From an optimization exercise on the open Yosys and OpenROAD flow, aimed at small area, a short achievable clock period and few clock cycles per item; shortcuts taken in it are not production practice.
At most, simulation tests tie the RTL to the original design; equivalence was not proved.
Function not checked in runs 1 and 2: the RTL went through the layout flow alone.
Power and IR drop assume default switching activity.

--- design/flow/run.sh ---
#!/bin/bash
# synth_recipe.tcl (not shown) runs the flow's synth.tcl, then flattens the netlist and writes it again
# the make line also repeats each setting of config.mk as NAME=value (left out here)
make -C /OpenROAD-flow-scripts/flow DESIGN_CONFIG=/design/flow/config.mk WORK_HOME=/design/flow/orfs CLKGATE_MAP_FILE= SYNTH_SCRIPT=/design/flow/synth_recipe.tcl finish
--- design/flow/config.mk ---
export PLATFORM = sky130hd
export DESIGN_NAME = planar_pose_dead_reckoning_top
export DESIGN_NICKNAME = planar_pose_dead_reckoning_top
export VERILOG_FILES = /design/flow/design.v
export SDC_FILE = /design/flow/constraint.sdc
export NUM_CORES = 4
export LEC_CHECK = 0
export CAP_MARGIN = 20
export CORE_MARGIN = 2
export CORE_UTILIZATION = 65
export SETUP_SLACK_MARGIN = 5
export SLEW_MARGIN = 20
export TNS_END_PERCENT = 5
--- design/flow/constraint.sdc ---
create_clock -name core_clock -period 12.5 [get_ports {i_clk}]
set_input_delay 2.5000 -clock core_clock [delete_from_list [all_inputs] [get_ports {i_clk}]]
set_output_delay 2.5000 -clock core_clock [all_outputs]
set_load 0.01 [all_outputs]
--- design/flow/design.v ---
`timescale 1ns / 1ps
`default_nettype none
package ppdr_pkg;
    localparam int VEL_W  = 16;
    localparam int DT_W   = 20;
    localparam int POS_W  = 48;
    localparam int HEAD_W = 32;
    localparam int CORD_W = 32;
    localparam int TRIG_W = 25;
    localparam int T_W    = 35;
    localparam int ACC_W  = 41;
    localparam logic [ACC_W-1:0] POS_HALF2 = ACC_W'(64'd31250 << 25);
    localparam logic [13:0]      DIV_D     = 14'd15625;
    localparam logic [29:0]      ANG_SCALE4 = 30'd179192536;
    localparam logic [ACC_W-1:0] ANG_HALF4  = ACC_W'(64'd1 << 29);
endpackage
`default_nettype wire
`timescale 1ns / 1ps
`default_nettype none
import ppdr_pkg::*;
module ppdr_cordic (
    input  logic              i_clk,
    input  logic [HEAD_W-1:0] i_fangle,
    output logic [4:0]        o_flags,
    input  logic              i_load,
    input  logic [HEAD_W-1:0] i_angle,
    input  logic [4:0]        i_flags,
    input  logic              i_step,
    output logic [TRIG_W-1:0] o_cos_mag,
    output logic              o_cos_neg,
    output logic [TRIG_W-1:0] o_sin_mag,
    output logic              o_sin_neg
);
    logic                     w_fflip;
    logic signed [CORD_W-1:0] w_fz;
    logic [1:0]               w_c1;
    logic [3:0]               w_c2;
    logic [7:0]               w_c3;
    logic                     w_s0;
    logic                     w_s1;
    logic                     w_s2;
    logic                     w_s3;
    always_comb begin
        w_fflip = (i_fangle[31] ^ i_fangle[30]) && (i_fangle != 32'h4000_0000);
        w_fz    = signed'({i_fangle[31] ^ w_fflip, i_fangle[30:0]});
        w_c1[1] = (w_fz >= 32'sd536870912);
        w_c1[0] = (w_fz >= -32'sd536870912);
        w_c2[0] = (w_fz >= -32'sd853804318);
        w_c2[1] = (w_fz >= -32'sd219937506);
        w_c2[2] = (w_fz >= 32'sd219937506);
        w_c2[3] = (w_fz >= 32'sd853804318);
        w_c3[0] = (w_fz >= -32'sd1021263225);
        w_c3[1] = (w_fz >= -32'sd686345411);
        w_c3[2] = (w_fz >= -32'sd387396413);
        w_c3[3] = (w_fz >= -32'sd52478599);
        w_c3[4] = (w_fz >= 32'sd52478599);
        w_c3[5] = (w_fz >= 32'sd387396413);
        w_c3[6] = (w_fz >= 32'sd686345411);
        w_c3[7] = (w_fz >= 32'sd1021263225);
        w_s0 = !w_fz[CORD_W-1];
        w_s1 = w_c1[w_s0];
        w_s2 = w_c2[{w_s0, w_s1}];
        w_s3 = w_c3[{w_s0, w_s1, w_s2}];
    end
    assign o_flags = {w_fflip, w_s0, w_s1, w_s2, w_s3};
    logic                     r_flip;
    logic [4:0]               r_j;
    logic signed [CORD_W-1:0] r_x;
    logic signed [CORD_W-1:0] r_y;
    logic signed [CORD_W-1:0] r_z;
    logic signed [CORD_W-1:0] w_z0;
    logic signed [CORD_W-1:0] w_x4;
    logic signed [CORD_W-1:0] w_y4;
    logic signed [CORD_W-1:0] w_zc;
    assign w_z0 = signed'({i_angle[31] ^ i_flags[4], i_angle[30:0]});
    always_comb begin
        case (i_flags[3:0])
            4'b1111: begin w_x4 = -32'sd50940067; w_y4 = 32'sd1069741433; w_zc = 32'sd1106267981; end
            4'b1110: begin w_x4 = 32'sd213948287; w_y4 = 32'sd1049365407; w_zc = 32'sd936258469; end
            4'b1101: begin w_x4 = 32'sd458460614; w_y4 = 32'sd967861297; w_zc = 32'sd771350167; end
            4'b1100: begin w_x4 = 32'sd682596914; w_y4 = 32'sd825229107; w_zc = 32'sd601340655; end
            4'b1011: begin w_x4 = 32'sd825229107; w_y4 = 32'sd682596914; w_zc = 32'sd472401169; end
            4'b1010: begin w_x4 = 32'sd967861297; w_y4 = 32'sd458460614; w_zc = 32'sd302391657; end
            4'b1001: begin w_x4 = 32'sd1049365407; w_y4 = 32'sd213948287; w_zc = 32'sd137483355; end
            4'b1000: begin w_x4 = 32'sd1069741433; w_y4 = -32'sd50940067; w_zc = -32'sd32526157; end
            4'b0111: begin w_x4 = 32'sd1069741435; w_y4 = 32'sd50940067; w_zc = 32'sd32526157; end
            4'b0110: begin w_x4 = 32'sd1049365407; w_y4 = -32'sd213948287; w_zc = -32'sd137483355; end
            4'b0101: begin w_x4 = 32'sd967861297; w_y4 = -32'sd458460614; w_zc = -32'sd302391657; end
            4'b0100: begin w_x4 = 32'sd825229105; w_y4 = -32'sd682596914; w_zc = -32'sd472401169; end
            4'b0011: begin w_x4 = 32'sd682596916; w_y4 = -32'sd825229107; w_zc = -32'sd601340655; end
            4'b0010: begin w_x4 = 32'sd458460614; w_y4 = -32'sd967861297; w_zc = -32'sd771350167; end
            4'b0001: begin w_x4 = 32'sd213948287; w_y4 = -32'sd1049365407; w_zc = -32'sd936258469; end
            4'b0000: begin w_x4 = -32'sd50940069; w_y4 = -32'sd1069741433; w_zc = -32'sd1106267981; end
        endcase
    end
    logic [31:0]              w_at;
    logic signed [CORD_W-1:0] w_xs;
    logic signed [CORD_W-1:0] w_ys;
    logic signed [CORD_W-1:0] w_xn;
    logic signed [CORD_W-1:0] w_yn;
    logic signed [CORD_W-1:0] w_zn;
    always_comb begin
        case (r_j)
            5'd0:       w_at = 32'd42667331;
            5'd1:       w_at = 32'd21354465;
            5'd2:       w_at = 32'd10679838;
            5'd3:       w_at = 32'd5340245;
            5'd4:       w_at = 32'd2670163;
            5'd5:       w_at = 32'd1335087;
            5'd6:       w_at = 32'd667544;
            5'd7:       w_at = 32'd333772;
            5'd8:       w_at = 32'd166886;
            5'd9:       w_at = 32'd83443;
            5'd10:      w_at = 32'd41722;
            5'd11:      w_at = 32'd20861;
            5'd12:      w_at = 32'd10430;
            5'd13:      w_at = 32'd5215;
            5'd14:      w_at = 32'd2608;
            5'd15:      w_at = 32'd1304;
            5'd16:      w_at = 32'd652;
            5'd17:      w_at = 32'd326;
            5'd18:      w_at = 32'd163;
            5'd19:      w_at = 32'd81;
            default: w_at = 32'd0;
        endcase
    end
    logic                     w_dir;
    logic signed [CORD_W-1:0] w_xi;
    logic signed [CORD_W-1:0] w_yi;
    assign w_dir = !r_z[CORD_W-1];
    assign w_xi  = w_dir ? r_x : ~r_x;
    assign w_yi  = w_dir ? ~r_y : r_y;
    assign w_xs  = (w_xi >>> 4) >>> r_j;
    assign w_ys  = (w_yi >>> 4) >>> r_j;
    ppdr_add32 u_addx (.i_a(r_x), .i_b(w_ys), .i_c(w_dir), .o_s(w_xn));
    ppdr_add32 u_addy (.i_a(r_y), .i_b(w_xs), .i_c(!w_dir), .o_s(w_yn));
    ppdr_add32 u_addz (.i_a(r_z), .i_b(w_dir ? ~w_at : w_at), .i_c(w_dir), .o_s(w_zn));
    always_ff @(posedge i_clk) begin
        if (i_load) begin
            r_x    <= w_x4;
            r_y    <= w_y4;
            r_z    <= w_z0 - w_zc;
            r_j    <= 5'd0;
            r_flip <= i_flags[4];
        end else if (i_step) begin
            r_x <= w_xn;
            r_y <= w_yn;
            r_z <= w_zn;
            r_j <= r_j + 5'd1;
        end
    end
    logic [CORD_W-1:0] w_xm;
    logic [CORD_W-1:0] w_ym;
    assign w_xm = (r_x[CORD_W-1] ? ~r_x : r_x) + (r_x[CORD_W-1] ? CORD_W'(33) : CORD_W'(32));
    assign w_ym = (r_y[CORD_W-1] ? ~r_y : r_y) + (r_y[CORD_W-1] ? CORD_W'(33) : CORD_W'(32));
    assign o_cos_mag = TRIG_W'(w_xm >> 6);
    assign o_cos_neg = r_x[CORD_W-1] ^ r_flip;
    assign o_sin_mag = TRIG_W'(w_ym >> 6);
    assign o_sin_neg = r_y[CORD_W-1] ^ r_flip;
endmodule
module ppdr_add32 (
    input  logic [31:0] i_a,
    input  logic [31:0] i_b,
    input  logic        i_c,
    output logic [31:0] o_s
);
    logic [31:0] w_g;
    logic [31:0] w_p;
    logic [31:0] w_gg [0:5];
    logic [31:0] w_pp [0:5];
    assign w_g = i_a & i_b;
    assign w_p = i_a ^ i_b;
    assign w_gg[0] = {w_g[31:1], w_g[0] | (w_p[0] & i_c)};
    assign w_pp[0] = w_p;
    for (genvar l = 0; l < 5; l++) begin : g_lvl
        for (genvar i = 0; i < 32; i++) begin : g_bit
            if (i >= (1 << l)) begin : g_op
                assign w_gg[l+1][i] = w_gg[l][i] | (w_pp[l][i] & w_gg[l][i-(1<<l)]);
                assign w_pp[l+1][i] = w_pp[l][i] & w_pp[l][i-(1<<l)];
            end else begin : g_pass
                assign w_gg[l+1][i] = w_gg[l][i];
                assign w_pp[l+1][i] = w_pp[l][i];
            end
        end
    end
    assign o_s = w_p ^ {w_gg[5][30:0], i_c};
endmodule
`default_nettype wire
`timescale 1ns / 1ps
`default_nettype none
import ppdr_pkg::*;
module ppdr_div3 (
    input  logic [34:0] i_a,
    output logic [34:0] o_y
);
    logic [13:0] w_rem [0:3];
    logic [20:0] w_dq  [0:3];
    logic [14:0] w_r   [0:2];
    logic [2:0]  w_ge;
    assign w_rem[0] = i_a[34:21];
    assign w_dq[0]  = i_a[20:0];
    for (genvar i = 0; i < 3; i++) begin : g_step
        assign w_r[i]      = {w_rem[i], w_dq[i][20]};
        assign w_ge[i]     = (w_r[i] >= {1'b0, DIV_D});
        assign w_rem[i+1]  = w_ge[i] ? 14'(w_r[i] - {1'b0, DIV_D}) : w_r[i][13:0];
        assign w_dq[i+1]   = {w_dq[i][19:0], w_ge[i]};
    end
    assign o_y = {w_rem[3], w_dq[3]};
endmodule
import ppdr_pkg::*;
module planar_pose_dead_reckoning_top (
    input  logic                    i_clk,
    input  logic                    i_rst_n,
    input  logic                    i_valid,
    output logic                    o_ready,
    input  logic signed [VEL_W-1:0] i_linear_velocity,
    input  logic signed [VEL_W-1:0] i_angular_velocity,
    input  logic [DT_W-1:0]         i_step_time,
    output logic                    o_valid,
    input  logic                    i_ready,
    output logic signed [POS_W-1:0] o_pos_x,
    output logic signed [POS_W-1:0] o_pos_y,
    output logic [HEAD_W-1:0]       o_heading,
    output logic signed [VEL_W-1:0] o_speed_echo,
    output logic signed [VEL_W-1:0] o_turn_rate_echo,
    output logic                    o_saturated
);
    localparam logic [4:0] LAST   = 5'd20;
    localparam logic [4:0] B_LAST = 5'd18;
    localparam logic [4:0] FLAGS0 = 5'b01000;
    logic                    a_valid;
    logic [4:0]              a_cnt;
    logic signed [VEL_W-1:0] r_v;
    logic signed [VEL_W-1:0] r_w;
    logic [DT_W-1:0]         r_dt;
    logic [2:0]              r_dig;
    logic                    r_h_first;
    logic                    r_h_p;
    logic                    r_h_t;
    logic [T_W-1:0]          r_p;
    logic [2:0]              r_kdig;
    logic                    r_k_en;
    logic [ACC_W-1:0]        r_hacc;
    logic [4:0]              r_hflags;
    logic                    b_valid;
    logic [4:0]              b_cnt;
    logic [T_W-1:0]          r_t;
    logic [TRIG_W:0]         r_cm;
    logic [TRIG_W:0]         r_sm;
    logic                    r_xneg;
    logic                    r_yneg;
    logic [ACC_W-1:0]        r_ax;
    logic [ACC_W-1:0]        r_ay;
    logic signed [VEL_W-1:0] r_ev;
    logic signed [VEL_W-1:0] r_ew;
    logic                    r_sat;
    logic signed [POS_W-1:0] r_pos_x;
    logic signed [POS_W-1:0] r_pos_y;
    logic [HEAD_W-1:0]       r_head;
    logic [4:0]              r_head_flags;
    logic                    r_oready;
    logic                    r_ovalid;
    logic                    w_xfer;
    logic                    n_a_valid;
    logic [4:0]              n_a_cnt;
    logic                    n_b_valid;
    logic [4:0]              n_b_cnt;
    logic [4:0]              w_flags;
    logic [TRIG_W-1:0]       w_cos_mag;
    logic                    w_cos_neg;
    logic [TRIG_W-1:0]       w_sin_mag;
    logic                    w_sin_neg;
    assign w_xfer    = r_oready && a_valid;
    assign n_a_valid = r_oready ? i_valid : a_valid;
    assign n_a_cnt   = r_oready ? 5'd0 : ((a_cnt == LAST) ? LAST : a_cnt + 5'd1);
    assign n_b_valid = w_xfer || (b_valid && !(r_ovalid && i_ready));
    assign n_b_cnt   = w_xfer ? 5'd0 : ((b_cnt == B_LAST) ? B_LAST : b_cnt + 5'd1);
    ppdr_cordic u_cordic (
        .i_clk     (i_clk),
        .i_fangle  (w_head_new),
        .o_flags   (w_flags),
        .i_load    (r_oready),
        .i_angle   (a_valid ? r_hacc[HEAD_W-1:0] : r_head),
        .i_flags   (a_valid ? r_hflags : r_head_flags),
        .i_step    (a_cnt != LAST),
        .o_cos_mag (w_cos_mag),
        .o_cos_neg (w_cos_neg),
        .o_sin_mag (w_sin_mag),
        .o_sin_neg (w_sin_neg)
    );
    logic [VEL_W-1:0]  w_vmag;
    logic [VEL_W-1:0]  w_wmag;
    logic [2:0]        n_dig;
    logic [T_W-1:0]    w_hb;
    logic [T_W-1:0]    w_horner;
    logic [HEAD_W-1:0] w_head_new;
    assign w_vmag = r_v[VEL_W-1] ? VEL_W'(-r_v) : VEL_W'(r_v);
    assign w_wmag = r_w[VEL_W-1] ? VEL_W'(-r_w) : VEL_W'(r_w);
    always_comb begin
        case (n_a_cnt)
            5'd1:    n_dig = {2'b00, w_wmag[15]};
            5'd2:    n_dig = w_wmag[14:12];
            5'd3:    n_dig = w_wmag[11:9];
            5'd4:    n_dig = w_wmag[8:6];
            5'd5:    n_dig = w_wmag[5:3];
            5'd6:    n_dig = w_wmag[2:0];
            5'd9:    n_dig = {2'b00, w_vmag[15]};
            5'd10:   n_dig = w_vmag[14:12];
            5'd11:   n_dig = w_vmag[11:9];
            5'd12:   n_dig = w_vmag[8:6];
            5'd13:   n_dig = w_vmag[5:3];
            default: n_dig = w_vmag[2:0];
        endcase
    end
    assign w_hb     = r_h_first ? '0 : ((r_h_t ? r_t : r_p) << 3);
    assign w_horner = w_hb + (T_W'(r_dt) * T_W'(r_dig));
    logic [2:0] n_kdig;
    always_comb begin
        case (n_a_cnt)
            5'd9:      n_kdig = 3'd0;
            5'd10:     n_kdig = 3'd3;
            5'd11:     n_kdig = 3'd3;
            5'd12:     n_kdig = 3'd1;
            5'd13:     n_kdig = 3'd4;
            5'd14:     n_kdig = 3'd4;
            5'd15:     n_kdig = 3'd3;
            5'd16:     n_kdig = 3'd5;
            5'd17:     n_kdig = 3'd2;
            5'd18:     n_kdig = 3'd1;
            default: n_kdig = 3'd0;
        endcase
    end
    assign w_head_new = r_w[VEL_W-1] ? (r_head - r_hacc[HEAD_W-1:0])
                                     : (r_head + r_hacc[HEAD_W-1:0]);
    logic [ACC_W-1:0] w_xm_acc;
    logic [T_W-1:0]   w_xm_a;
    logic [2:0]       w_xm_d;
    logic [ACC_W-1:0] w_ax_mul;
    logic [ACC_W-1:0] w_ay_mul;
    logic [34:0]      w_ax_div;
    logic [34:0]      w_ay_div;
    assign w_xm_acc = r_k_en ? r_hacc : r_ax;
    assign w_xm_a   = r_k_en ? r_p : r_t;
    assign w_xm_d   = r_k_en ? r_kdig : r_cm[2:0];
    assign w_ax_mul = (w_xm_acc + (ACC_W'(w_xm_a) * ACC_W'(w_xm_d))) >> 3;
    assign w_ay_mul = (r_ay + (ACC_W'(r_t) * ACC_W'(r_sm[2:0]))) >> 3;
    ppdr_div3 u_divx (.i_a(r_ax[34:0]), .o_y(w_ax_div));
    ppdr_div3 u_divy (.i_a(r_ay[34:0]), .o_y(w_ay_div));
    logic                    w_sel_y;
    logic signed [POS_W-1:0] w_pos;
    logic [20:0]             w_q;
    logic                    w_neg;
    logic signed [POS_W:0]   w_d;
    logic signed [POS_W:0]   w_s;
    logic                    w_clip;
    logic [POS_W-1:0]        w_npos;
    assign w_sel_y = b_cnt[0];
    assign w_pos   = w_sel_y ? r_pos_y : r_pos_x;
    assign w_q     = w_sel_y ? r_ay[20:0] : r_ax[20:0];
    assign w_neg   = w_sel_y ? r_yneg : r_xneg;
    assign w_d     = w_neg ? -signed'((POS_W+1)'(w_q)) : signed'((POS_W+1)'(w_q));
    assign w_s     = signed'({w_pos[POS_W-1], w_pos}) + w_d;
    assign w_clip  = (w_s[POS_W] != w_s[POS_W-1]);
    assign w_npos  = w_clip ? {w_s[POS_W], {(POS_W-1){!w_s[POS_W]}}} : w_s[POS_W-1:0];
    always_ff @(posedge i_clk) begin
        if (!i_rst_n) begin
            a_valid      <= 1'b0;
            b_valid      <= 1'b0;
            a_cnt        <= LAST;
            b_cnt        <= B_LAST;
            r_oready     <= 1'b1;
            r_ovalid     <= 1'b0;
            r_pos_x      <= '0;
            r_pos_y      <= '0;
            r_head       <= '0;
            r_head_flags <= FLAGS0;
        end else begin
            a_valid  <= n_a_valid;
            a_cnt    <= n_a_cnt;
            b_valid  <= n_b_valid;
            b_cnt    <= n_b_cnt;
            r_oready <= !n_a_valid || (n_a_cnt == LAST && !n_b_valid);
            r_ovalid <= n_b_valid && (n_b_cnt == B_LAST);
            if (w_xfer) begin
                r_head       <= r_hacc[HEAD_W-1:0];
                r_head_flags <= r_hflags;
            end
            if (b_valid && b_cnt == 5'd16) begin
                r_pos_x <= w_npos;
            end
            if (b_valid && b_cnt == 5'd17) begin
                r_pos_y <= w_npos;
            end
        end
    end
    always_ff @(posedge i_clk) begin
        r_dig     <= n_dig;
        r_h_first <= (n_a_cnt == 5'd1) || (n_a_cnt == 5'd9);
        r_h_p     <= (n_a_cnt >= 5'd1) && (n_a_cnt <= 5'd6);
        r_h_t     <= (n_a_cnt >= 5'd9) && (n_a_cnt <= 5'd14);
        r_k_en    <= (n_a_cnt >= 5'd9) && (n_a_cnt <= 5'd18);
        r_kdig    <= n_kdig;
        if (r_oready) begin
            r_v    <= i_linear_velocity;
            r_w    <= i_angular_velocity;
            r_dt   <= i_step_time;
            r_hacc <= ANG_HALF4;
        end else begin
            if (r_h_p) begin
                r_p <= w_horner;
            end
            if (r_k_en) begin
                r_hacc <= w_ax_mul;
            end
            if (a_cnt == 5'd19) begin
                r_hacc[HEAD_W-1:0] <= w_head_new;
                r_hflags           <= w_flags;
            end
        end
        if (r_h_t) begin
            r_t <= w_horner;
        end
        if (w_xfer) begin
            r_cm   <= {w_cos_mag, 1'b0};
            r_sm   <= {w_sin_mag, 1'b0};
            r_xneg <= r_v[VEL_W-1] ^ w_cos_neg;
            r_yneg <= r_v[VEL_W-1] ^ w_sin_neg;
            r_ax   <= POS_HALF2;
            r_ay   <= POS_HALF2;
            r_ev   <= r_v;
            r_ew   <= r_w;
        end else begin
            r_cm <= r_cm >> 3;
            r_sm <= r_sm >> 3;
            if (b_cnt <= 5'd8) begin
                r_ax <= w_ax_mul;
                r_ay <= w_ay_mul;
            end else if (b_cnt <= 5'd15) begin
                r_ax[34:0] <= w_ax_div;
                r_ay[34:0] <= w_ay_div;
            end
            if (b_cnt == 5'd16) begin
                r_sat <= w_clip;
            end else if (b_cnt == 5'd17) begin
                r_sat <= r_sat | w_clip;
            end
        end
    end
    assign o_ready          = r_oready;
    assign o_valid          = r_ovalid;
    assign o_pos_x          = r_pos_x;
    assign o_pos_y          = r_pos_y;
    assign o_heading        = r_head;
    assign o_speed_echo     = r_ev;
    assign o_turn_rate_echo = r_ew;
    assign o_saturated      = r_sat;
endmodule
`default_nettype wire
==> impl_metrics.py, run 1 <==
metrics = {
    "drt": {
        "first_pass_iters": 6,
        "vias_per_cell": 6.43,
        "vias": 50421,
        "drc": 0,
        "wl_um": 169000,
        "antenna_left": 0,
        "drt_iter0_markers": 5603,
        "wl_per_cell_um": 21.6,
    },
    "synthesis": {
        "yosys-top-cells-area": "edfxtp_1 14%, dfxtp_1 13%, ha_1 7.8%, fa_1 6.6%, nand2_1 6.0%",
        "syn-instance-count": 6635,
        "yosysSeqAreaShare_pct": 27.0,
        "postSynth.asyncResetShare_pct": 0,
        "synth.distinct_cells": 108,
        "netlist_area_mm2": 0.0552,
        "yosys.area.top_type_share_pct": 14.1,
        "yosys_most_used_dff": "dfxtp_1",
        "avgSynthCellArea_um2": 8.31,
        "synth_top_area_cell": "edfxtp_1",
        "ys_seq_elements": 614,
        "ys_warn_count": 9,
        "synth_fp_nets": 7219,
        "synth_edf_count": 259,
    },
    "place": {
        "port_buffers": 218,
        "place_hpwl_um": 126000,
        "finalWeightedCongestion": 0.977,
    },
    "final_layout": {
        "ff_latch_area_mm2": 0.0149,
        "multi_input_area_mm2": 0.0376,
        "fin_util_pct": 72.1,
        "drive_gt1_share_pct": 6.73,
        "nNetsFinal": 7223,
        "nFillCells": 6677,
        "area_growth_pct": 9.55,
    },
    "min_path": {
        "hold_path.class": "register to register",
    },
    "cts": {
        "cts-buffers-inserted": 72,
        "cts-root-buf": "clkbuf_16",
        "clock_sinks": 614,
        "path_clk_slew_ps": 60,
        "cts_buffer_depth": 3,
        "h-tree-depth": 3,
        "cts_tree": "built",
        "ctsHoldBuffers": 0,
        "clk_latency_ps": 650,
    },
    "setup_path": {
        "cp.arrival_ps": 7540,
        "critPathKind": "register to register",
        "cp-start-kind": "register",
        "slowest_delay_ps": 730,
        "crit_fanout": 35,
        "path_cells": "mux2_2, nand2_1, fa_1, inv_1, fa_1, ha_1, a21o_1, a2111oi_0, a211oi_1, a31oi_1, or4b_2, a21oi_1, o31a_1, o21a_1, o21a_1, o22a_1, a21o_1, a21o_1, a21oi_1, nor3_1, a211o_1",
        "critPathCaptureType": "register",
        "critPathTopFamily": "compound AO/OA/AOI/OAI gates",
        "required_ps": 13030,
        "cpMostUsedCell": "a21o_1",
        "crit_slowest_cell": "mux2_2",
        "crit_buf_inv": 1,
    },
    "sta": {
        "maxSlewHeadroom_pct": 19.7,
        "skew_ps": 27.7,
        "max_freq_ghz": 0.143,
        "layout_min_cycle_time_ps": 7010,
        "setup_tns_ps": 0,
        "drv_slew": 0,
        "rsz0062_at_grt": "yes",
        "worst_slew_pin_slew_ps": 1210,
        "finalCritPeriodShare_pct": 56.1,
        "finalSetupViolCount": 0,
        "hold_violations": 0,
    },
    "die": {
        "die_w_um": 295,
        "num_rows": 106,
        "die_h_um": 295,
        "boundaryPins": 219,
        "initial_core_util_pct": 65.8,
        "coreArea_mm2": 0.0838,
        "die_area_mm2": 0.0872,
    },
    "global_route": {
        "gr-usage-all-layers_pct": 37.8,
        "grt_max_degree": 87,
        "antenna_found_initial": 6,
        "grt_pass1_wl_um": 262000,
        "grt_overflow": 0,
        "grt_pass1_vias": 47057,
    },
    "power": {
        "vdd_ir_drop_max_uv": 180,
        "p_leak_uw": 0.0248,
        "powerDensity_mw_per_mm2": 276,
    },
    "run": {
        "maxCapViolations": 0,
    },
    "status": {
        "status": "complete, no violations",
    },
}
-- registers in the layout (all words and copies together) (netlist names), 16 cells and up --
register       count
r_head            32
r_hacc            38
r_dt              20
r_t               35
r_ew              16
r_pos_x           48
u_cordic.w_at     26
u_cordic.r_z      32
u_divx.i_a        35
r_pos_y           48
r_ev              16
u_divy.i_a        35
r_v               16
r_cm              26
u_cordic.r_x      32
r_sm              26
r_p               35
u_cordic.r_y      32
r_w               16
-- kinds of logic after synthesis --
family          synth area share (%)
flops                           27.0
compound gates                  20.3
fa+ha+maj                       14.5
mux                             7.48
buf+inv                         4.94
xor+xnor                        8.46
simple gates                    17.3
-- power breakdown --
group | switching [µW] | leakage, µW | internal, µW
Sequential | 679 | 0.00544 | 2600
Combinational | 6730 | 0.0181 | 4450
Clock | 939 | 0.00119 | 1290
-- metrics by stage --
stage / hold WS [ps] / worst slack, ps / power [µW] / cells / instance area (µm²)
3_3_place_gp: 413 / 5370 / 13900 / 7697 / 57900
5_1_grt: 437 / 4970 / 17900 / 7832 / 60400
2_1_floorplan: 401 / 5800 / 11500 / 6635 / 55200
4_1_cts: 428 / 5060 / 16400 / 7831 / 60400
6_report: 422 / 5490 / 16700 / 7836 / 60400
3_5_place_dp: 412 / 5140 / 14100 / 7698 / 58000
-- cell usage after synthesis, drive strengths merged (63+ instances only) --
library cell	n
a21o	113
o21ai	453
a21oi	522
mux2i	161
mux2	153
fa	182
a211oi	109
nor2	555
o21a	65
edfxtp	259
ha	346
nand3	135
xnor2	372
a31oi	63
nand2	884
xor2	159
buf	70
dfxtp	355
clkbuf	277
inv	353
nor3	133
-- final cells by class --
cell class	instances	area share (%)
antenna	4	0.0166
clock inverter	34	0.712
clock buffer	99	3.34
timing repair buffer	277	4.38
tap	1134	2.35
multi-input combinational	5312	62.3
inverter	362	2.25
sequential	614	24.7
-- what timing repair did --
action	CTS	global route
setup endpoints to repair	0	95
gates resized for setup	0	2
setup buffers	0	1
-- layer usage --
metal / wire (µm) / part of all wire [%] / up-vias / global-route usage (%)
li1: - / - / 23600 / -
met1: 70600 / 42 / 23994 / 51.9
met2: 75700 / 45 / 2402 / 59.4
met3: 15500 / 9.2 / 419 / 6.62
met4: 7290 / 4.3 / 6 / 14.7
met5: 38 / 0.022 / - / 0
-- tightest hold or removal path, cell delays in order (launching register included) --
cell and delay, ps:
dfxtp_1 300, nand2_1 40, o21ai_0 60
-- layout by cell type, fill, tap and decap left out, types with 50 or more instances in the layout --
master           instances
a211oi_1               108
a21o_1                 113
a21oi_1                515
a22oi_1                 51
a31oi_1                 62
and2_1                  50
and3_1                  57
buf_4                   57
clkbuf_16               74
clkdlybuf4s50_1        218
dfxtp_1                347
edfxtp_1               259
fa_1                   182
ha_1                   346
inv_1                  352
mux2_2                 152
mux2i_1                159
nand2_1                883
nand2b_1                56
nand3_1                135
nor2_1                 550
nor3_1                 132
o21a_1                  65
o21ai_0                446
o31ai_1                 60
xnor2_1                371
xor2_1                 158
-- worst paths after layout --
check             depth (start not counted)      from        to  slack (ps)
hold reg to reg                           2  r_sm[21]  r_sm[18]         420
setup reg to reg                         21    r_k_en  r_ax[37]        5490
hold / removal                            2  r_sm[21]  r_sm[18]         420
setup / recovery                         21    r_k_en  r_ax[37]        5490
==> inputs of run 2 (changes only) <==
==> design/flow/flow/run.sh (new file) <==
#!/bin/bash
# The standard layout, with the timing repair aiming 7 ns below the clock period
set -euo pipefail
bash standard.sh SETUP_SLACK_MARGIN=7 finish > make_finish.log 2>&1
==> design/flow/standard.sh (new file) <==
#!/bin/bash
# synth_recipe.tcl (not shown) runs the flow's synth.tcl, then flattens the netlist and writes it again
# the make line also repeats each setting of config.mk as NAME=value (left out here)
make -C /OpenROAD-flow-scripts/flow DESIGN_CONFIG=/design/flow/config.mk WORK_HOME=/design/flow/orfs CLKGATE_MAP_FILE= SYNTH_SCRIPT=/design/flow/synth_recipe.tcl "${@:-finish}"
--- a/design/flow/config.mk
+++ b/design/flow/config.mk
@@ -8,6 +8,5 @@
 export CAP_MARGIN = 20
 export CORE_MARGIN = 2
 export CORE_UTILIZATION = 65
-export SETUP_SLACK_MARGIN = 5
 export SLEW_MARGIN = 20
 export TNS_END_PERCENT = 5
removed: design/flow/run.sh
==> run 2 against run 1 <==
  * Still clean
  * Via count increased by 3.0%
  * Clock power about the same
  * Count of clock-buffer cells in the layout fell by 7
  * Cell count is 2.0% higher
  * Total power up 4.9%
  * Sequential power is essentially flat
  * Synthesized cell count unchanged
  * Sequential share of layout area shrank 1.0 points
  * Die area stayed put
  * Maximum frequency increased by 17%
  * Critical path depth shrank 2
  * Critical path type unchanged
  * Critical endpoint is now u_divx.i_a[25]
  * Largest cell class unchanged
  * Largest power group unchanged
==> impl_metrics.py, run 2 <==
metrics = {
    "synthesis": {
        "synth_compound_area_share_pct": 20.3,
        "synth_top_family_by_area": "compound AO/OA/AOI/OAI gates",
        "synth_mux_area_share_pct": 7.48,
        "synth_top_area_cell": "edfxtp_1",
        "netlist_area_mm2": 0.0552,
        "synth_most_common_cell": "nand2_1",
        "yosys-top-cells-area": "edfxtp_1 14%, dfxtp_1 13%, ha_1 7.8%, fa_1 6.6%, nand2_1 6.0%",
        "synth_fp_nets": 7219,
        "yosys.area_share.simple_pct": 17.3,
        "postSynth.asyncResetShare_pct": 0,
        "synth_edf_count": 259,
        "yosysSeqAreaShare_pct": 27.0,
        "ys_seq_elements": 614,
        "yosys_most_used_dff": "dfxtp_1",
        "syn-instance-count": 6635,
        "netlist_top_cells_count": "884 x nand2_1, 555 x nor2_1, 517 x a21oi_1, 446 x o21ai_0, 371 x xnor2_1",
        "synth_fa_ha_area_share_pct": 14.5,
        "avgSynthCellArea_um2": 8.31,
        "ys_warn_count": 9,
        "synth.distinct_cells": 108,
        "synthXorXnorAreaFrac_pct": 8.46,
        "yosys.area.top_type_share_pct": 14.1,
    },
    "place": {
        "finalWeightedCongestion": 1.01,
        "place_hpwl_um": 126000,
        "port_buffers": 218,
        "dpl_worst_slack_ps": 5270,
    },
    "die": {
        "coreArea_mm2": 0.0838,
        "die_area_mm2": 0.0872,
        "die_w_um": 295,
        "die_h_um": 295,
        "initial_core_util_pct": 65.8,
        "boundaryPins": 219,
        "num_rows": 106,
    },
    "final_layout": {
        "nFillCells": 6322,
        "multi_input_area_mm2": 0.0388,
        "nNetsFinal": 7383,
        "ff_latch_area_mm2": 0.0150,
        "largestRegisters": "r_pos_x x48, r_pos_y x48, r_hacc x38",
        "final_cell_mix": "877 x nand2_1, 543 x nor2_1, 491 x a21oi_1",
        "mostFrequentLayoutCell": "nand2_1",
        "area_growth_pct": 14.6,
        "diodes": 0,
        "drive_gt1_share_pct": 11.7,
    },
    "global_route": {
        "grt_max_degree": 92,
        "gr-usage-all-layers_pct": 38.2,
        "grt_pass1_wl_um": 265000,
        "antenna_found_initial": 2,
        "grt_pass1_vias": 47730,
        "grt_overflow": 0,
    },
    "drt": {
        "antenna_left": 0,
        "wl_um": 175000,
        "vias_per_cell": 6.50,
        "first_pass_iters": 8,
        "vias": 51944,
        "drt_iter0_markers": 5638,
        "wl_per_cell_um": 21.9,
        "drc": 0,
    },
    "setup_path": {
        "critPathKind": "register to register",
        "ff2ff_setup_slack_ps": 6500,
        "reg2reg_depth": 19,
        "crit_fanout": 19,
        "reg2reg_from": "u_divx.i_a[21]",
        "cp-start-kind": "register",
        "cp.arrival_ps": 6520,
        "required_ps": 13020,
        "critPathCaptureType": "register",
        "r2r-end": "u_divx.i_a[25]",
    },
    "sta": {
        "max_freq_ghz": 0.167,
        "hold_violations": 0,
        "drv_slew": 0,
        "worst_slew_pin_slew_ps": 1100,
        "rsz0062_at_grt": "yes",
        "finalCritPeriodShare_pct": 48.0,
        "worst_slack_ps": 6500,
        "maxSlewHeadroom_pct": 26.0,
        "finalSetupViolCount": 0,
        "skew_ps": 42.3,
        "whs_ps": 429,
        "setup_tns_ps": 0,
        "layout_min_cycle_time_ps": 6000,
    },
    "min_path": {
        "hold_path_depth": 2,
        "hp-start": "r_sm[12]",
        "hold_path.class": "register to register",
        "holdPathEnd": "r_sm[9]",
    },
    "power": {
        "clock_power_share_pct": 12.6,
        "vdd_ir_drop_max_uv": 201,
        "p_comb_share_pct": 68.5,
        "p_sw_share_pct": 49.7,
        "seq_power_share_pct": 18.8,
        "total_power_uw": 17500,
        "p_switching_uw": 8710,
        "p_int_uw": 8800,
        "p_leak_uw": 0.0260,
        "powerDensity_mw_per_mm2": 277,
    },
    "status": {
        "status": "complete, no violations",
    },
    "cts": {
        "cts_tree": "built",
        "ctsHoldBuffers": 0,
        "h-tree-depth": 3,
        "cts-root-buf": "clkbuf_16",
        "clk_latency_ps": 660,
        "path_clk_slew_ps": 60,
        "clock_sinks": 614,
        "cts_buffer_depth": 3,
        "cts-buffers-inserted": 73,
    },
    "run": {
        "maxCapViolations": 0,
    },
}
-- run 2: cell counts after synthesis --
Identical to the previous run, type by type.
-- run 2: area by class of cell --
class | instances | share of cell area (%)
clock buffers | 92 | 3.18
clock inverters | 44 | 0.691
inverters | 362 | 2.18
multi-input cells | 5315 | 61.3
flip-flops and latches | 614 | 23.7
well taps | 1134 | 2.24
repair buffers | 433 | 6.71
-- run 2: repair_timing --
action / 4_1_cts / 5_1_grt
setup endpoints to repair: 256 / 221
hold endpoints to repair: 0 / 0
buffers inserted: 56 / 96
gates resized for setup: 160 / 159
pin swaps: 40 / 72
gates cloned: 8 / 4
-- run 2: stage by stage --
stage                     cells  area (µm²)  util [%]
after detailed placement   7692       57900      69.1
after floorplan            6635       55300         -
after CTS                  7892       61800      73.7
final                      7994       63200      75.4
after global routing       7994       63200      75.4
after global placement     7692       57900      69.1
-- run 2: power groups by stage --
stage	Clock, µW	Sequential [µW]	Combinational, µW
final	2210	3300	12000
after CTS	2220	3260	11200
after global placement	0	3280	10500
after global routing	2290	3330	13100
after detailed placement	0	3300	10700
after floorplan	0	2910	8570
-- run 2: cell families after synthesis --
family / after synthesis
and+or+nand+nor: 2129
AOI/OAI and AO/OA: 1774
buffers and inverters: 709
DFF: 614
xor gates and xnor gates: 531
adders and majority gates: 529
muxes: 349
-- run 2: metal layers --
metal,global-route usage (%),share of wire (%),vias up
met5,0,0,-
met4,15.6,4.5,0
met3,6.49,10,481
met2,60.1,45,2735
met1,52.3,41,24775
li1,-,-,23953
-- run 2: worst max-delay path, stage by stage, from the launching register on --
cell	delay, ps
dfxtp_1	490
inv_1	210
ha_1	220
and4b_1	210
a21oi_1	430
a31oi_4	240
xnor2_1	490
ha_1	240
nand3_1	100
o31a_1	340
a21oi_4	500
xnor2_1	210
ha_1	240
and4_1	180
o311a_1	390
a311oi_4	670
nor2_1	170
xnor2_1	230
a21oi_1	90
a22o_1	210
-- run 2: how the worst max path moves through the flow --
stage,startpoint,to,cells after the start
4_1_cts,r_hacc[6],r_hflags[0],26
6_report,u_divx.i_a[21],u_divx.i_a[25],19
5_1_grt,r_hacc[6],r_hflags[0],29
2_1_floorplan,r_w[15],r_hflags[0],28
3_5_place_dp,r_k_en,r_ax[37],22
3_3_place_gp,r_k_en,r_ax[37],22
==> inputs of run 3 (changes only) <==
--- a/design/flow/design.v
+++ b/design/flow/design.v
@@ -7,7 +7,7 @@
     localparam int HEAD_W = 32;
     localparam int CORD_W = 32;
     localparam int TRIG_W = 25;
-    localparam int T_W    = 35;
+    localparam int T_W    = 36;
     localparam int ACC_W  = 41;
     localparam logic [ACC_W-1:0] POS_HALF2 = ACC_W'(64'd31250 << 25);
     localparam logic [13:0]      DIV_D     = 14'd15625;
@@ -124,16 +124,12 @@
             default: w_at = 32'd0;
         endcase
     end
-    logic                     w_dir;
-    logic signed [CORD_W-1:0] w_xi;
-    logic signed [CORD_W-1:0] w_yi;
+    assign w_xs = (r_x >>> 4) >>> r_j;
+    assign w_ys = (r_y >>> 4) >>> r_j;
+    logic w_dir;
     assign w_dir = !r_z[CORD_W-1];
-    assign w_xi  = w_dir ? r_x : ~r_x;
-    assign w_yi  = w_dir ? ~r_y : r_y;
-    assign w_xs  = (w_xi >>> 4) >>> r_j;
-    assign w_ys  = (w_yi >>> 4) >>> r_j;
-    ppdr_add32 u_addx (.i_a(r_x), .i_b(w_ys), .i_c(w_dir), .o_s(w_xn));
-    ppdr_add32 u_addy (.i_a(r_y), .i_b(w_xs), .i_c(!w_dir), .o_s(w_yn));
+    ppdr_add32 u_addx (.i_a(r_x), .i_b(w_dir ? ~w_ys : w_ys), .i_c(w_dir), .o_s(w_xn));
+    ppdr_add32 u_addy (.i_a(r_y), .i_b(w_dir ? w_xs : ~w_xs), .i_c(!w_dir), .o_s(w_yn));
     ppdr_add32 u_addz (.i_a(r_z), .i_b(w_dir ? ~w_at : w_at), .i_c(w_dir), .o_s(w_zn));
     always_ff @(posedge i_clk) begin
         if (i_load) begin
==> design/flow/run.sh (new file) <==
#!/bin/bash
# synth_recipe.tcl (not shown) runs the flow's synth.tcl, then flattens the netlist and writes it again
# the make line also repeats each setting of config.mk as NAME=value (left out here)
make -C /OpenROAD-flow-scripts/flow DESIGN_CONFIG=/design/flow/config.mk WORK_HOME=/design/flow/orfs CLKGATE_MAP_FILE= SYNTH_SCRIPT=/design/flow/synth_recipe.tcl finish
--- a/design/flow/config.mk
+++ b/design/flow/config.mk
@@ -7,6 +7,7 @@
 export LEC_CHECK = 0
 export CAP_MARGIN = 20
 export CORE_MARGIN = 2
-export CORE_UTILIZATION = 65
+export CORE_UTILIZATION = 55
+export SETUP_SLACK_MARGIN = 5
 export SLEW_MARGIN = 20
-export TNS_END_PERCENT = 5
+export TNS_END_PERCENT = 100
removed: design/flow/flow/run.sh
removed: design/flow/standard.sh
==> run 3 against run 2 <==
  * Still clean on timing, DRC and antenna
  * Critical path depth rose by 7
  * Total power down 1.5%
  * Register-to-register slack worse by 1200 ps
  * Non-clock buffer count shrank 149
  * Core utilization down 14 points
  * Maximum frequency decreased by 16%
  * Largest power group unchanged
  * Highest routed layer is now met5
==> impl_metrics.py, run 3 <==
metrics = {
    "cts": {
        "clock_sinks": 616,
        "h-tree-depth": 3,
        "cts-buffers-inserted": 76,
        "cts_tree": "built",
        "clk_latency_ps": 670,
        "cts_buffer_depth": 3,
        "path_clk_slew_ps": 60,
        "ctsHoldBuffers": 0,
        "cts-root-buf": "clkbuf_16",
    },
    "synthesis": {
        "ys_warn_count": 9,
        "yosys_most_used_dff": "dfxtp_1",
        "yosys-top-cells-area": "edfxtp_1 14%, dfxtp_1 13%, ha_1 7.9%, fa_1 6.6%, nand2_1 6.1%",
        "ys_seq_elements": 616,
        "synth_edf_count": 261,
        "postSynth.asyncResetShare_pct": 0,
        "syn-instance-count": 6737,
        "synth_top_area_cell": "edfxtp_1",
        "avgSynthCellArea_um2": 8.30,
        "synth.distinct_cells": 110,
        "synth_most_common_cell": "nand2_1",
        "synth_fp_nets": 7329,
        "yosysSeqAreaShare_pct": 26.7,
        "netlist_top_cells_count": "915 x nand2_1, 527 x nor2_1, 500 x a21oi_1, 484 x o21ai_0, 377 x xnor2_1",
        "netlist_area_mm2": 0.0559,
        "yosys.area.top_type_share_pct": 14.0,
    },
    "drt": {
        "first_pass_iters": 6,
        "drt_iter0_markers": 5404,
        "wl_per_cell_um": 21.8,
        "wl_um": 177000,
        "antenna_left": 0,
        "drc": 0,
        "vias_per_cell": 6.20,
        "vias": 50544,
    },
    "sta": {
        "worst_slack_ps": 5330,
        "layout_min_cycle_time_ps": 7170,
        "hold_violations": 0,
        "rsz0062_at_grt": "yes",
        "maxSlewHeadroom_pct": 29.3,
        "whs_ps": 425,
        "max_freq_ghz": 0.139,
        "drv_slew": 0,
        "finalCritPeriodShare_pct": 57.4,
        "finalSetupViolCount": 0,
        "skew_ps": 22.0,
        "setup_tns_ps": 0,
        "worst_slew_pin_slew_ps": 1060,
    },
    "setup_path": {
        "slowest_delay_ps": 680,
        "cp-start-kind": "register",
        "critPathKind": "register to register",
        "required_ps": 12910,
        "crit_buf_inv": 1,
        "crit_fanout": 8,
        "critPathCaptureType": "register",
        "crit_slowest_cell": "a211oi_1",
        "critPathTopFamily": "simple AND/OR/NAND/NOR gates",
        "cp.arrival_ps": 7590,
    },
    "global_route": {
        "use_met3_pct": 4.36,
        "grt_pass1_vias": 47003,
        "antenna_found_initial": 7,
        "met2_usage_pct": 51.5,
        "grt_busiest_layer": "met2",
        "grt_pass1_wl_um": 274000,
        "grt_overflow": 0,
        "grt_max_degree": 170,
        "gr-usage-all-layers_pct": 33.3,
        "grt_util_met1_pct": 48.5,
    },
    "die": {
        "die_area_mm2": 0.104,
        "boundaryPins": 219,
        "initial_core_util_pct": 55.7,
        "coreArea_mm2": 0.100,
        "die_h_um": 323,
        "die_w_um": 323,
        "num_rows": 116,
    },
    "place": {
        "place_hpwl_um": 133000,
        "finalWeightedCongestion": 0.967,
        "port_buffers": 218,
        "dpl_worst_slack_ps": 4320,
    },
    "status": {
        "status": "complete, no violations",
    },
    "final_layout": {
        "nNetsFinal": 7320,
        "area_growth_pct": 10.3,
        "largestRegisters": "r_pos_x x48, r_pos_y x48, r_hacc x38",
        "drive_gt1_share_pct": 7.57,
        "nFillCells": 9072,
        "final_cell_mix": "913 x nand2_1, 522 x nor2_1, 497 x a21oi_1",
        "mostFrequentLayoutCell": "nand2_1",
        "ff_latch_area_mm2": 0.0150,
        "multi_input_area_mm2": 0.0385,
    },
    "min_path": {
        "hold_path.class": "register to register",
    },
    "power": {
        "powerDensity_mw_per_mm2": 280,
        "vdd_ir_drop_max_uv": 168,
        "p_leak_uw": 0.0252,
    },
    "run": {
        "maxCapViolations": 0,
    },
}
==> run 3: cell type report <==
cell class	count	area share, %
tap	1357	2.75
multi-input combinational	5393	62.4
clock inverter	31	0.406
timing repair buffer	284	4.37
inverter	357	2.18
sequential	616	24.3
antenna	2	0.00811
clock buffer	107	3.62
==> run 3: logic make-up after synthesis <==
| logic type | Yosys count | synth area share (%) |
|---|---|---|
| AOI/OAI and AO/OA | 1802 | 20.3 |
| DFF | 616 | 26.7 |
| buffers and inverters | 729 | 4.95 |
| xor gates and xnor gates | 536 | 8.39 |
| muxes | 348 | 7.56 |
| adders and majority gates | 536 | 14.5 |
| and+or+nand+nor | 2170 | 17.7 |
==> run 3: power by group <==
| group | internal [µW] | switching [µW] |
|---|---|---|
| combinational | 4710 | 6990 |
| clock | 1290 | 952 |
| sequential | 2620 | 679 |
| total | 8630 | 8620 |
==> run 3: worst paths after layout <==
path	depth (start not counted)	start	end	slack, ps
hold / removal	2	r_cm[14]	r_cm[11]	430
hold reg to reg	2	r_cm[14]	r_cm[11]	430
setup reg to reg	26	r_hacc[8]	r_hflags[0]	5330
setup / recovery	26	r_hacc[8]	r_hflags[0]	5330
==> run 3: worst reg2reg max path, cell delays in order, from the launching register on <==
cell and delay [ps]:
dfxtp_1 390, or4_4 600, nor4_4 230, and4_4 360, nor2_1 70, xnor2_1 150
ha_1 470, nand2_1 170, nor2_1 230, nand2_1 170, a211oi_1 680, o41ai_4 180
a21oi_1 180, a2111oi_1 120, inv_1 120, ha_1 220, nand4_1 100, or4_1 440
nor4_1 280, o2111ai_1 150, or4_1 480, nor4_2 380, a41oi_1 130, a21oi_2 270
o21ai_0 150, a21oi_1 130, o22ai_1 90
==> run 3: metrics by stage <==
| stage | cells | area [µm²] | utilization, % | power [µW] |
|---|---|---|---|---|
| floorplan | 6737 | 55900 | - | 11800 |
| global placement | 8001 | 59000 | 58.7 | 14600 |
| detailed placement | 8001 | 59000 | 58.7 | 14600 |
| CTS | 8141 | 61500 | 61.3 | 17000 |
| global route | 8145 | 61700 | 61.4 | 18600 |
| finish | 8147 | 61700 | 61.4 | 17200 |
==> run 3: metal layers <==
metal | vias to the layer above | wire length (µm)
met5 | - | 13
met3 | 268 | 14200
met2 | 2018 | 77900
met1 | 24299 | 80400
li1 | 23957 | -
met4 | 2 | 4930
==> run 3: what timing repair did <==
| item | 4_1_cts | 5_1_grt |
|---|---|---|
| hold endpoints to repair | 0 | 0 |
| setup endpoints to repair | 98 | 98 |
| pin swaps | 2 | 3 |
| cloned | 0 | 1 |
| setup buffers | 2 | 3 |
| resized for setup | 10 | 27 |
Testbench counts of run 3, summed over its fixed seeds: cycles 50,560, items 2,400.
==> inputs of run 4 (changes only) <==
--- a/design/flow/design.v
+++ b/design/flow/design.v
@@ -7,12 +7,11 @@
     localparam int HEAD_W = 32;
     localparam int CORD_W = 32;
     localparam int TRIG_W = 25;
-    localparam int T_W    = 36;
+    localparam int T_W    = 35;
     localparam int ACC_W  = 41;
     localparam logic [ACC_W-1:0] POS_HALF2 = ACC_W'(64'd31250 << 25);
     localparam logic [13:0]      DIV_D     = 14'd15625;
-    localparam logic [29:0]      ANG_SCALE4 = 30'd179192536;
-    localparam logic [ACC_W-1:0] ANG_HALF4  = ACC_W'(64'd1 << 29);
+    localparam logic [ACC_W-1:0] ANG_HALF = ACC_W'(64'd1 << 27);
 endpackage
 `default_nettype wire
 `timescale 1ns / 1ps
@@ -124,12 +123,16 @@
             default: w_at = 32'd0;
         endcase
     end
-    assign w_xs = (r_x >>> 4) >>> r_j;
-    assign w_ys = (r_y >>> 4) >>> r_j;
-    logic w_dir;
+    logic                     w_dir;
+    logic signed [CORD_W-1:0] w_xi;
+    logic signed [CORD_W-1:0] w_yi;
     assign w_dir = !r_z[CORD_W-1];
-    ppdr_add32 u_addx (.i_a(r_x), .i_b(w_dir ? ~w_ys : w_ys), .i_c(w_dir), .o_s(w_xn));
-    ppdr_add32 u_addy (.i_a(r_y), .i_b(w_dir ? w_xs : ~w_xs), .i_c(!w_dir), .o_s(w_yn));
+    assign w_xi  = w_dir ? r_x : ~r_x;
+    assign w_yi  = w_dir ? ~r_y : r_y;
+    assign w_xs  = (w_xi >>> 4) >>> r_j;
+    assign w_ys  = (w_yi >>> 4) >>> r_j;
+    ppdr_add32 u_addx (.i_a(r_x), .i_b(w_ys), .i_c(w_dir), .o_s(w_xn));
+    ppdr_add32 u_addy (.i_a(r_y), .i_b(w_xs), .i_c(!w_dir), .o_s(w_yn));
     ppdr_add32 u_addz (.i_a(r_z), .i_b(w_dir ? ~w_at : w_at), .i_c(w_dir), .o_s(w_zn));
     always_ff @(posedge i_clk) begin
         if (i_load) begin
@@ -273,7 +276,7 @@
     assign n_b_cnt   = w_xfer ? 5'd0 : ((b_cnt == B_LAST) ? B_LAST : b_cnt + 5'd1);
     ppdr_cordic u_cordic (
         .i_clk     (i_clk),
-        .i_fangle  (w_head_new),
+        .i_fangle  (r_hacc[HEAD_W-1:0]),
         .o_flags   (w_flags),
         .i_load    (r_oready),
         .i_angle   (a_valid ? r_hacc[HEAD_W-1:0] : r_head),
@@ -313,21 +316,20 @@
     logic [2:0] n_kdig;
     always_comb begin
         case (n_a_cnt)
-            5'd9:      n_kdig = 3'd0;
-            5'd10:     n_kdig = 3'd3;
-            5'd11:     n_kdig = 3'd3;
-            5'd12:     n_kdig = 3'd1;
-            5'd13:     n_kdig = 3'd4;
-            5'd14:     n_kdig = 3'd4;
-            5'd15:     n_kdig = 3'd3;
+            5'd9:      n_kdig = 3'd6;
+            5'd10:     n_kdig = 3'd6;
+            5'd11:     n_kdig = 3'd2;
+            5'd12:     n_kdig = 3'd0;
+            5'd13:     n_kdig = 3'd1;
+            5'd14:     n_kdig = 3'd7;
+            5'd15:     n_kdig = 3'd2;
             5'd16:     n_kdig = 3'd5;
             5'd17:     n_kdig = 3'd2;
-            5'd18:     n_kdig = 3'd1;
             default: n_kdig = 3'd0;
         endcase
     end
-    assign w_head_new = r_w[VEL_W-1] ? (r_head - r_hacc[HEAD_W-1:0])
-                                     : (r_head + r_hacc[HEAD_W-1:0]);
+    assign w_head_new = r_w[VEL_W-1] ? (r_head - r_hacc[HEAD_W:1])
+                                     : (r_head + r_hacc[HEAD_W:1]);
     logic [ACC_W-1:0] w_xm_acc;
     logic [T_W-1:0]   w_xm_a;
     logic [2:0]       w_xm_d;
@@ -394,13 +396,13 @@
         r_h_first <= (n_a_cnt == 5'd1) || (n_a_cnt == 5'd9);
         r_h_p     <= (n_a_cnt >= 5'd1) && (n_a_cnt <= 5'd6);
         r_h_t     <= (n_a_cnt >= 5'd9) && (n_a_cnt <= 5'd14);
-        r_k_en    <= (n_a_cnt >= 5'd9) && (n_a_cnt <= 5'd18);
+        r_k_en    <= (n_a_cnt >= 5'd9) && (n_a_cnt <= 5'd17);
         r_kdig    <= n_kdig;
         if (r_oready) begin
             r_v    <= i_linear_velocity;
             r_w    <= i_angular_velocity;
             r_dt   <= i_step_time;
-            r_hacc <= ANG_HALF4;
+            r_hacc <= ANG_HALF;
         end else begin
             if (r_h_p) begin
                 r_p <= w_horner;
@@ -408,9 +410,11 @@
             if (r_k_en) begin
                 r_hacc <= w_ax_mul;
             end
-            if (a_cnt == 5'd19) begin
+            if (a_cnt == 5'd18) begin
                 r_hacc[HEAD_W-1:0] <= w_head_new;
-                r_hflags           <= w_flags;
+            end
+            if (a_cnt == 5'd19) begin
+                r_hflags <= w_flags;
             end
         end
         if (r_h_t) begin
==> design/flow/flow/run.sh (new file) <==
#!/bin/bash
# The standard layout (standard.sh, unchanged synthesis and steps), with
# the timing repair aiming 9 ns below the clock period instead of at it; the
# clock period and constraints are the design's. make's full output goes to
# make_finish.log here, and each ORFS step's log to orfs/logs/.
set -euo pipefail
bash standard.sh SETUP_SLACK_MARGIN=9 finish > make_finish.log 2>&1
==> design/flow/standard.sh (new file) <==
#!/bin/bash
# synth_recipe.tcl (not shown) runs the flow's synth.tcl, then flattens the netlist and writes it again
# the make line also repeats each setting of config.mk as NAME=value (left out here)
make -C /OpenROAD-flow-scripts/flow DESIGN_CONFIG=/design/flow/config.mk WORK_HOME=/design/flow/orfs CLKGATE_MAP_FILE= SYNTH_SCRIPT=/design/flow/synth_recipe.tcl "${@:-finish}"
--- a/design/flow/config.mk
+++ b/design/flow/config.mk
@@ -7,7 +7,6 @@
 export LEC_CHECK = 0
 export CAP_MARGIN = 20
 export CORE_MARGIN = 2
-export CORE_UTILIZATION = 55
-export SETUP_SLACK_MARGIN = 5
+export CORE_UTILIZATION = 65
 export SLEW_MARGIN = 20
-export TNS_END_PERCENT = 100
+export TNS_END_PERCENT = 5
removed: design/flow/run.sh
==> run 4 against run 3 <==
  * Combinational power rose by 3%
  * First-iteration DRC count rose by 18%
  * Setup slack improved by 1400 ps
  * Still clean on timing, DRC and antenna
  * Clock skew rose by 11 ps
  * Worst hold slack got worse by 11 ps
  * Via count rose by 6.3%
  * Count of clock-buffer cells in the layout fell by 5
  * Core utilization rose by 17 points
  * Total power rose by 2.7%
  * Die area fell by 17%
  * Sequential power barely moved
  * Flip-flop and latch count fell by 2
==> impl_metrics.py, run 4 <==
metrics = {
    "power": {
        "vdd_ir_drop_max_uv": 212,
        "p_leak_uw": 0.0270,
        "powerDensity_mw_per_mm2": 269,
    },
    "synthesis": {
        "postSynth.asyncResetShare_pct": 0,
        "yosys_most_used_dff": "dfxtp_1",
        "synth_most_common_cell": "nand2_1",
        "synth_fp_nets": 7164,
        "synth_edf_count": 259,
        "netlist_top_cells_count": "891 x nand2_1, 512 x nor2_1, 488 x o21ai_0, 467 x a21oi_1, 365 x xnor2_1",
        "yosys-top-cells-area": "edfxtp_1 14%, dfxtp_1 13%, ha_1 8.0%, fa_1 6.6%, nand2_1 6.1%",
        "ys_seq_elements": 614,
        "avgSynthCellArea_um2": 8.37,
        "ys_warn_count": 9,
        "yosys.area.top_type_share_pct": 14.1,
        "synth.distinct_cells": 110,
        "netlist_area_mm2": 0.0550,
        "yosysSeqAreaShare_pct": 27.1,
        "syn-instance-count": 6575,
        "synth_top_area_cell": "edfxtp_1",
    },
    "sta": {
        "skew_ps": 33.3,
        "max_freq_ghz": 0.173,
        "finalCritPeriodShare_pct": 46.1,
        "layout_min_cycle_time_ps": 5770,
        "whs_ps": 415,
        "setup_tns_ps": 0,
        "hold_violations": 0,
        "rsz0062_at_grt": "yes",
        "maxSlewHeadroom_pct": 11.6,
        "finalSetupViolCount": 0,
        "drv_slew": 0,
        "worst_slew_pin_slew_ps": 1310,
    },
    "setup_path": {
        "cpMostUsedCell": "a21o_1",
        "crit_slowest_cell": "mux4_2",
        "slowest_delay_ps": 510,
        "critPathKind": "register to register",
        "cp.arrival_ps": 6140,
        "crit_buf_inv": 3,
        "crit_fanout": 10,
        "cp_num_cells": 25,
        "ff2ff_setup_slack_ps": 6730,
        "reg2reg_depth": 25,
        "critPathCaptureType": "register",
        "r2r-end": "u_cordic.r_y[31]",
        "required_ps": 12870,
        "critPathTopFamily": "compound AO/OA/AOI/OAI gates",
        "reg2reg_from": "u_cordic.r_j[0]",
        "cp-start-kind": "register",
    },
    "drt": {
        "vias_per_cell": 6.67,
        "wl_per_cell_um": 24.6,
        "drt_iter0_markers": 6394,
        "vias": 53742,
        "wl_um": 198000,
        "antenna_left": 0,
        "first_pass_iters": 7,
        "drc": 0,
    },
    "die": {
        "initial_core_util_pct": 65.7,
        "die_h_um": 295,
        "die_area_mm2": 0.0870,
        "coreArea_mm2": 0.0837,
        "die_w_um": 295,
        "boundaryPins": 219,
        "num_rows": 106,
    },
    "cts": {
        "cts-root-buf": "clkbuf_16",
        "clk_latency_ps": 660,
        "clock_sinks": 614,
        "cts_buffer_depth": 3,
        "h-tree-depth": 3,
        "cts-buffers-inserted": 73,
        "cts_tree": "built",
        "path_clk_slew_ps": 60,
    },
    "place": {
        "port_buffers": 218,
        "place_hpwl_um": 135000,
        "finalWeightedCongestion": 0.993,
        "place_area_mm2": 0.0578,
    },
    "status": {
        "status": "complete, no violations",
    },
    "min_path": {
        "hold_path.class": "register to register",
        "hold_path_depth": 2,
        "holdPathEnd": "r_sm[22]",
        "hp-start": "r_sm[25]",
    },
    "global_route": {
        "antenna_found_initial": 17,
        "grt_pass1_wl_um": 292000,
        "grt_max_degree": 88,
        "gr-usage-all-layers_pct": 43.3,
        "grt_overflow": 0,
        "grt_pass1_vias": 50336,
    },
    "final_layout": {
        "final_cell_mix": "869 x nand2_1, 498 x nor2_1, 434 x a21oi_1",
        "mostFrequentLayoutCell": "nand2_1",
        "fin_area_mm2": 0.0658,
        "nNetsFinal": 7440,
        "drive_gt1_share_pct": 15.5,
        "nFillCells": 5575,
        "largestRegisters": "r_pos_x x48, r_pos_y x48",
        "fin_util_pct": 78.6,
        "area_growth_pct": 19.6,
    },
    "run": {
        "maxCapViolations": 0,
    },
}
==> run 4: final cells by class <==
| type | instances | area (µm²) | area share (%) |
|---|---|---|---|
| repair buffers | 549 | 5550 | 8.44 |
| repair inverters | 2 | 10.0 | 0.0152 |
| clock inverters | 31 | 399 | 0.607 |
| clock buffers | 102 | 2200 | 3.34 |
| well taps | 1134 | 1420 | 2.16 |
| inverters | 332 | 1290 | 1.96 |
| flip-flops and latches | 614 | 15000 | 22.7 |
| multi-input cells | 5279 | 40000 | 60.7 |
| diodes | 9 | 22.5 | 0.0342 |
==> run 4: kinds of logic after synthesis <==
kind of cell             share of synthesized area [%]
multiplexers                                      7.77
AO/OA/AOI/OAI                                     19.8
AND/OR/NAND/NOR                                   17.1
buffers and inverters                             4.87
flip-flops                                        27.1
adder cells (fa/ha/maj)                           14.6
XOR/XNOR                                          8.74
==> run 4: worst reg2reg max path: stages (launching register included) <==
cell	delay [ps]
dfxtp_4	460
buf_12	150
buf_16	140
mux4_2	510
xnor2_1	230
nand2_1	130
nand2_1	150
nor2_1	70
a21oi_2	160
mux2i_2	110
ha_1	310
a21o_1	150
a21o_1	200
a2111oi_4	400
o21ai_1	120
a21o_1	210
o311ai_4	290
a21oi_4	130
o311ai_4	290
a21oi_2	140
o41ai_4	400
buf_4	190
o211ai_1	100
a21oi_1	210
xnor2_1	150
mux2i_1	90
==> run 4: metrics by stage <==
stage                     power, µW  std cells  worst slack (ps)
after floorplan               10700       6575              6810
after detailed placement      13100       7620              4920
after global routing          18700       8045              6650
after CTS                     16300       7908              7110
final                         17700       8052              6730
after global placement        12900       7620              5080
==> run 4: worst max path at each step <==
stage	startpoint	endpoint	slack, ps
3_3_place_gp	b_cnt[0]	r_pos_x[2]	5080
6_report	u_cordic.r_j[0]	u_cordic.r_y[31]	6730
5_1_grt	u_cordic.r_j[0]	u_cordic.r_y[31]	6650
4_1_cts	a_valid	u_cordic.r_z[31]	7110
2_1_floorplan	b_cnt[0]	r_pos_y[10]	6810
3_5_place_dp	b_cnt[0]	r_pos_x[7]	4920
==> run 4: repair_timing <==
item | CTS | global route
pin swaps | 74 | 155
hold buffers | 0 | 0
buffers inserted | 121 | 126
gates cloned | 34 | 8
setup endpoints to repair | 552 | 590
resized for setup | 283 | 277
==> run 4: routing by layer <==
metal / track usage [%] / vias up / part of all wire [%]
met3: 10.7 / 814 / 12
li1: - / 23985 / -
met1: 55.4 / 25442 / 37
met4: 25.9 / 12 / 7.4
met5: 0 / - / 0.041
met2: 66.2 / 3489 / 43
==> run 4: report_power, final <==
part           total, µW  switching [µW]  internal, µW  leakage [µW]
Sequential          3320             715          2600       0.00545
Clock               2340             951          1380       0.00127
Combinational      12100            6930          5140        0.0202
Testbench counts of run 4, summed over its fixed seeds: cycles 50,560, items 2,400.
==> inputs of run 5 (changes only) <==
==> design/flow/flow/run.sh (replaced) <==
#!/bin/bash
# The standard layout (standard.sh, unchanged synthesis and steps), with
# the timing repair aiming 7 ns below the clock period instead of at it; the
# clock period and constraints are the design's. make's full output goes to
# make_finish.log here, and each ORFS step's log to orfs/logs/.
set -euo pipefail
bash standard.sh SETUP_SLACK_MARGIN=7 finish > make_finish.log 2>&1
==> run 5 against run 4 <==
  * Clock power decreased by 6%
  * Still clean on timing, DRC and antenna
  * Sequential power decreased by 2%
  * Non-clock buffer count decreased by 140
  * Flip-flop and latch count unchanged
  * Critical path depth decreased by 6
  * Cell count decreased by 1.7%
  * Largest power group unchanged
  * Setup slack improved by 160 ps
  * First-iteration DRC count decreased by 7.1%
  * Combinational power decreased by 8%
  * Clock skew decreased by 6.9 ps
==> impl_metrics.py, run 5 <==
metrics = {
    "place": {
        "dp_cells": 7619,
        "finalWeightedCongestion": 0.988,
        "port_buffers": 218,
        "place_hpwl_um": 134000,
    },
    "setup_path": {
        "reg2reg_from": "r_dt[3]",
        "path_cells": "nand2_1, fa_1, inv_1, fa_1, ha_1, a21o_1, a21oi_1, o21ai_0, a21oi_1, o21ai_0, a21oi_1, nor2b_1, o21ai_0, o41a_1, a211o_1, and3_1, nor3_1, xnor2_1, a211oi_1",
        "critPathCaptureType": "register",
        "cp-start-kind": "register",
        "ff2ff_setup_slack_ps": 6890,
        "crit_slowest_cell": "fa_1",
        "reg2reg_depth": 19,
        "slowest_delay_ps": 520,
        "cp_num_cells": 19,
        "r2r-end": "r_p[30]",
    },
    "global_route": {
        "gr-usage-all-layers_pct": 42.3,
        "antenna_found_initial": 13,
        "grt_pass1_vias": 49153,
        "grt_util_met1_pct": 54.4,
        "met2_usage_pct": 65.4,
        "use_met3_pct": 9.37,
        "grt_pass1_wl_um": 286000,
        "grt_overflow": 0,
        "grt_busiest_layer": "met2",
        "grt_max_degree": 83,
    },
    "die": {
        "initial_core_util_pct": 65.7,
        "die_area_mm2": 0.0870,
        "coreArea_mm2": 0.0837,
        "die_h_um": 295,
        "boundaryPins": 219,
        "num_rows": 106,
    },
    "sta": {
        "worst_slew_pin_slew_ps": 1180,
        "layout_min_cycle_time_ps": 5610,
        "finalCritPeriodShare_pct": 44.9,
        "hold_violations": 0,
        "maxSlewHeadroom_pct": 21.0,
        "setup_tns_ps": 0,
    },
    "synthesis": {
        "synth_top_area_cell": "edfxtp_1",
        "synth_edf_count": 259,
        "ys_seq_elements": 614,
        "synth_fp_nets": 7164,
        "ys_warn_count": 9,
        "yosys_most_used_dff": "dfxtp_1",
        "netlist_top_cells_count": "891 x nand2_1, 512 x nor2_1, 488 x o21ai_0, 467 x a21oi_1, 365 x xnor2_1",
        "yosys.area.top_type_share_pct": 14.1,
        "synth_most_common_cell": "nand2_1",
        "synth.distinct_cells": 110,
    },
    "power": {
        "powerDensity_mw_per_mm2": 262,
        "p_leak_uw": 0.0258,
        "vdd_ir_drop_max_uv": 179,
    },
    "drt": {
        "wl_per_cell_um": 24.0,
        "vias_per_cell": 6.61,
        "drt_iter0_markers": 5943,
        "antenna_left": 0,
        "first_pass_iters": 8,
        "vias": 52324,
        "wl_um": 190000,
    },
    "final_layout": {
        "largestRegisters": "r_pos_x x48, r_pos_y x48",
        "mostFrequentLayoutCell": "nand2_1",
        "final_cell_mix": "885 x nand2_1, 506 x nor2_1, 453 x a21oi_1",
        "final_cells": 7918,
        "nNetsFinal": 7300,
        "drive_gt1_share_pct": 11.5,
    },
    "status": {
        "status": "complete, no violations",
    },
    "cts": {
        "clock_sinks": 614,
        "cts-root-buf": "clkbuf_16",
        "cts-buffers-inserted": 73,
        "h-tree-depth": 3,
        "clk_latency_ps": 660,
    },
    "min_path": {
        "holdPathEnd": "r_cm[1]",
        "hold_path_depth": 2,
        "hp-start": "r_cm[4]",
    },
}
==> run 5: cell counts after synthesis <==
No cell type changed its count.
==> run 5: cell type report <==
type	instances	area (µm²)
diodes	12	30.0
clock buffers	94	2030
fillers	6182	20600
well taps	1134	1420
repair buffers	409	4180
flip-flops and latches	614	14900
inverters	332	1290
multi-input cells	5278	38800
clock inverters	42	389
repair inverters	3	17.5
==> run 5: kinds of logic after synthesis <==
| family | share of synthesized area (%) |
|---|---|
| AND/OR/NAND/NOR | 17.1 |
| AO/OA/AOI/OAI | 19.8 |
| multiplexers | 7.77 |
| buffers and inverters | 4.87 |
| XOR/XNOR | 8.74 |
| adder cells (fa/ha/maj) | 14.6 |
| flip-flops | 27.1 |
==> run 5: repair_timing <==
item	in CTS	in global routing
setup buffers	71	47
resized for setup	167	111
pin swaps	23	39
endpoints found under the setup margin	241	191
cloned	28	5
==> run 5: per-layer routing <==
layer | up-vias | share of wire (%)
met3 | 667 | 11
met4 | 12 | 6.6
met1 | 24977 | 38
li1 | 23672 | -
met5 | - | 0.045
met2 | 2996 | 44
==> run 5: power breakdown <==
part           internal (µW)  switching (µW)  leakage (µW)  total, µW
Combinational           4610            6440        0.0192      11100
Sequential              2600             673       0.00544       3270
Clock                   1240             949       0.00118       2190
Total                   8450            8060        0.0258      16500
==> run 5: stage by stage <==
stage	power (µW)	util, %	setup slack (ps)	hold WS (ps)	area, µm²
4_1_cts	15800	74.1	6820	427	62000
3_5_place_dp	13000	69.1	5000	405	57800
2_1_floorplan	10700	-	6810	392	55300
3_3_place_gp	12800	69.1	5150	407	57800
6_report	16500	75.4	6890	425	63100
5_1_grt	17600	75.4	6670	445	63100
==> run 5: worst max-delay path by stage <==
stage,to,from
floorplan,r_pos_y[10],b_cnt[0]
global placement,r_pos_x[2],b_cnt[0]
detailed placement,r_pos_x[2],b_cnt[0]
CTS,u_cordic.r_x[30],u_cordic.r_j[0]
global route,u_divy.i_a[32],r_sm[1]
finish,r_p[30],r_dt[3]
==> run 5: tightest hold or removal path, delay by kind of cell, from the launching register on <==
| kind | cells | cell delay (ps) |
|---|---|---|
| DFF | 1 | 310 |
| and+or+nand+nor | 2 | 100 |

Setup slack of run 5, layout unchanged: 6.893 ns with ideal ports, 6.893 ns with driving cells assumed (clock clkbuf_16, inputs buf_2), 6.893 ns with port delays also shifted by the 0.718 ns mid clock arrival.
